Context: an optimization exercise on an open-source flow, tuned for small area and a short achievable clock period. The choices shown serve that exercise and are no tape-out recipe. At most, simulation tests tie the RTL to the original design; equivalence was not proved. Power is estimated from default activity; no workload was simulated.

==> flow/design.v <==
package d_mem_pkg;
  localparam int NUM_LANES = 4;
  localparam int VEC_W     = 8;
  localparam int DATA_W    = NUM_LANES * VEC_W;
  typedef enum logic [1:0] {
    SZ_BYTE = 2'b00,
    SZ_HALF = 2'b01,
    SZ_WORD = 2'b10,
    SZ_RSVD = 2'b11
  } size_e;
  typedef struct packed {
    size_e      size;
    logic       is_unsigned;
    logic [1:0] lane;
  } ld_ctx_t;
endpackage
import d_mem_pkg::*;
module d_mem_lane_align (
  input  logic [1:0]        size,
  input  logic [1:0]        lane,
  input  logic              is_unsigned,
  input  logic [DATA_W-1:0] wdata,
  output logic [3:0]        be,
  output logic [DATA_W-1:0] wdata_rep,
  input  logic [DATA_W-1:0] rword,
  output logic [7:0]        ld_lo,
  output logic [7:0]        ld_mid,
  output logic [15:0]       ld_hi,
  output logic              ld_sx8,
  output logic              ld_sx16
);
  logic       sz_byte, sz_half, sz_word;
  logic [7:0] b0, b1;
  logic       sb;
  assign sz_byte = (size == 2'b00);
  assign sz_half = size[0];
  assign sz_word = size[1];
  assign be[0] = ~lane[1] & ~lane[0] | sz_word;
  assign be[1] = ~lane[1] & (lane[0] | sz_half) | sz_word;
  assign be[2] =  lane[1] & ~lane[0] | sz_word;
  assign be[3] =  lane[1] & (lane[0] | sz_half) | sz_word;
  assign wdata_rep[7:0]   = wdata[7:0];
  assign wdata_rep[15:8]  = sz_byte ? wdata[7:0] : wdata[15:8];
  assign wdata_rep[23:16] = sz_word ? wdata[23:16] : wdata[7:0];
  assign wdata_rep[31:24] = sz_byte ? wdata[7:0] : (sz_word ? wdata[31:24] : wdata[15:8]);
  always_comb begin
    case (lane)
      2'd0:    b0 = rword[7:0];
      2'd1:    b0 = rword[15:8];
      2'd2:    b0 = rword[23:16];
      default: b0 = rword[31:24];
    endcase
  end
  assign b1 = lane[1] ? rword[31:24] : rword[15:8];
  assign sb = ~is_unsigned & (sz_half ? b1[7] : b0[7]);
  assign ld_lo   = b0;
  assign ld_mid  = sz_byte ? 8'h00 : b1;
  assign ld_hi   = sz_word ? rword[31:16] : 16'h0000;
  assign ld_sx8  = sz_byte & sb;
  assign ld_sx16 = ~sz_word & sb;
endmodule
import d_mem_pkg::*;
module d_mem_sized #(
  parameter int MEM_WORDS  = 64,
  parameter int ADDR_WIDTH = 32
) (
  input  logic                  clk,
  input  logic                  rst_n,
  input  logic                  req,
  input  logic                  we,
  input  logic [1:0]            size,
  input  logic                  is_unsigned,
  input  logic [ADDR_WIDTH-1:0] addr,
  input  logic [DATA_W-1:0]     wdata,
  output logic [DATA_W-1:0]     rdata,
  output logic                  rvalid,
  output logic                  err
);
  localparam int IDX_W = $clog2(MEM_WORDS);    
  localparam int GRPS  = MEM_WORDS / 8;
  logic [1:0]       lane;
  logic [IDX_W-1:0] idx;
  logic             legal;
  logic             acc_st, acc_ld, acc_bad;
  logic [3:0]       be;
  logic [31:0]      wdata_rep;
  logic [7:0]       sel_lo;                    
  logic [GRPS-1:0]  sel_hi;                    
  assign lane = addr[1:0];
  assign idx  = addr[IDX_W+1:2];
  always_comb begin
    case (size)
      2'b00:   legal = 1'b1;
      2'b01:   legal = ~lane[0];
      2'b10:   legal = (lane == 2'b00);
      default: legal = 1'b0;
    endcase
  end
  assign acc_st  = req &  we & legal;
  assign acc_ld  = req & ~we & legal;
  assign acc_bad = req & ~legal;
  for (genvar i = 0; i < 8; i++) begin : g_sel_lo
    assign sel_lo[i] = (idx[2:0] == i);
  end
  for (genvar i = 0; i < GRPS; i++) begin : g_sel_hi
    assign sel_hi[i] = (idx[IDX_W-1:3] == i);
  end
  logic [7:0]  ld_lo, ld_mid;
  logic [15:0] ld_hi;
  logic        ld_sx8, ld_sx16;
  logic [31:0] rword;
  d_mem_lane_align u_align (
    .size        (size),
    .lane        (lane),
    .is_unsigned (is_unsigned),
    .wdata       (wdata),
    .be          (be),
    .wdata_rep   (wdata_rep),
    .rword       (rword),
    .ld_lo       (ld_lo),
    .ld_mid      (ld_mid),
    .ld_hi       (ld_hi),
    .ld_sx8      (ld_sx8),
    .ld_sx16     (ld_sx16)
  );
  logic [31:0] mem [MEM_WORDS];
  for (genvar w = 0; w < MEM_WORDS; w++) begin : g_w
    for (genvar b = 0; b < 4; b++) begin : g_b
      always_ff @(posedge clk) begin
        if (acc_st & sel_hi[w/8] & sel_lo[w%8] & be[b]) mem[w][8*b +: 8] <= wdata_rep[8*b +: 8];
      end
    end
  end
  logic [31:0] grp [GRPS];
  always_comb begin
    for (int h = 0; h < GRPS; h++) begin
      grp[h] = '0;
      for (int g = 0; g < 8; g++) grp[h] |= mem[8*h+g] & {32{sel_lo[g]}};
    end
    rword = '0;
    for (int h = 0; h < GRPS; h++) rword |= grp[h] & {32{sel_hi[h]}};
  end
  logic [7:0]  lo_q, mid_q;
  logic [15:0] hi_q;
  logic        sx8_q, sx16_q;
  always_ff @(posedge clk or negedge rst_n) begin
    if (!rst_n) begin
      lo_q   <= '0;
      mid_q  <= '0;
      hi_q   <= '0;
      sx8_q  <= 1'b0;
      sx16_q <= 1'b0;
    end else if (acc_ld) begin
      lo_q   <= ld_lo;
      mid_q  <= ld_mid;
      hi_q   <= ld_hi;
      sx8_q  <= ld_sx8;
      sx16_q <= ld_sx16;
    end
  end
  assign rdata = {hi_q | {16{sx16_q}}, mid_q | {8{sx8_q}}, lo_q};
  always_ff @(posedge clk or negedge rst_n) begin
    if (!rst_n) begin
      rvalid <= 1'b0;
      err    <= 1'b0;
    end else begin
      rvalid <= acc_ld;
      err    <= acc_bad;
    end
  end
endmodule
clock: 5.5 ns
lec_check: 0
abc_clock_period_in_ps: 2500
cap_margin: 20
core_margin: 2
core_utilization: 40
setup_slack_margin: 2.8
slew_margin: 20
run.sh (not shown) runs the stock make flow with config.mk's settings and CLKGATE_MAP_FILE= SYNTH_SCRIPT=/design/flow/synth_recipe.tcl, a recipe that flattens the netlist after the stock synthesis.
Rerun with:
--- a/flow/design.v
+++ b/flow/design.v
@@ -139,27 +139,12 @@
     end
     rword = '0;
     for (int h = 0; h < GRPS; h++) rword |= grp[h] & {32{sel_hi[h]}};
   end
-  logic [7:0]  lo_q, mid_q;
-  logic [15:0] hi_q;
-  logic        sx8_q, sx16_q;
   always_ff @(posedge clk or negedge rst_n) begin
-    if (!rst_n) begin
-      lo_q   <= '0;
-      mid_q  <= '0;
-      hi_q   <= '0;
-      sx8_q  <= 1'b0;
-      sx16_q <= 1'b0;
-    end else if (acc_ld) begin
-      lo_q   <= ld_lo;
-      mid_q  <= ld_mid;
-      hi_q   <= ld_hi;
-      sx8_q  <= ld_sx8;
-      sx16_q <= ld_sx16;
-    end
+    if (!rst_n)      rdata <= '0;
+    else if (acc_ld) rdata <= {ld_hi | {16{ld_sx16}}, ld_mid | {8{ld_sx8}}, ld_lo};
   end
-  assign rdata = {hi_q | {16{sx16_q}}, mid_q | {8{sx8_q}}, lo_q};
   always_ff @(posedge clk or negedge rst_n) begin
     if (!rst_n) begin
       rvalid <= 1'b0;
       err    <= 1'b0;
=> The new run ran to the end with no violations. Hold slack gains 0.012 ns. Synthesized cell count is higher by 2.0%. Clock-buffer cell count stays the same. Non-clock buffer count is higher by 69. Design area is higher by 0.31%. Die area is higher by 1.3%. Total power is lower by 0.95%. Final cell count is higher by 2.2%. Routed wire length is higher by 1.4%. Clock power stays flat. Combinational power is lower by 7.2%. Via count is higher by 2.5%. Setup slack loses 0.15 ns. Sequential share of layout area is lower by 0.23 points.
No functional check of the RTL was part of the second run of this note.

-- afterwards: timing with drivers on the ports --
The results above use ideal ports. As a check the final layouts listed here were re-extracted and re-timed, cells and wires unchanged. Step 1: set_driving_cell puts a clkbuf_16 on clk and a buf_2 on each other input, an assumption about the parent block. Step 2, shift: input delay + t, output delay - t, t = (earliest + latest rising clock arrival at the registers) / 2. This alone moves slack from input paths to output paths. Slacks: no drivers / after step 1 / after step 2; pairs: no drivers / after step 1.
| run | shift t [ns] | setup WS [ns] | worst hold slack (ns) | clock arrival spread, ns | pins driven straight from the clock port |
|---|---|---|---|---|---|
| the first run | 0.944 | 2.412 / 2.138 / 1.194 | 0.357 / 0.292 / 0.485 | 0.056 / 0.056 | 1 |
| the second run | 0.931 | 2.260 / 1.897 / 0.966 | 0.369 / 0.330 / 0.492 | 0.046 / 0.046 | 1 |
After both steps setup and hold are still met in every run listed. For the second run, which loses most, drivers alone change the setup slack by -0.363 ns; drivers and shift together by -1.294 ns.
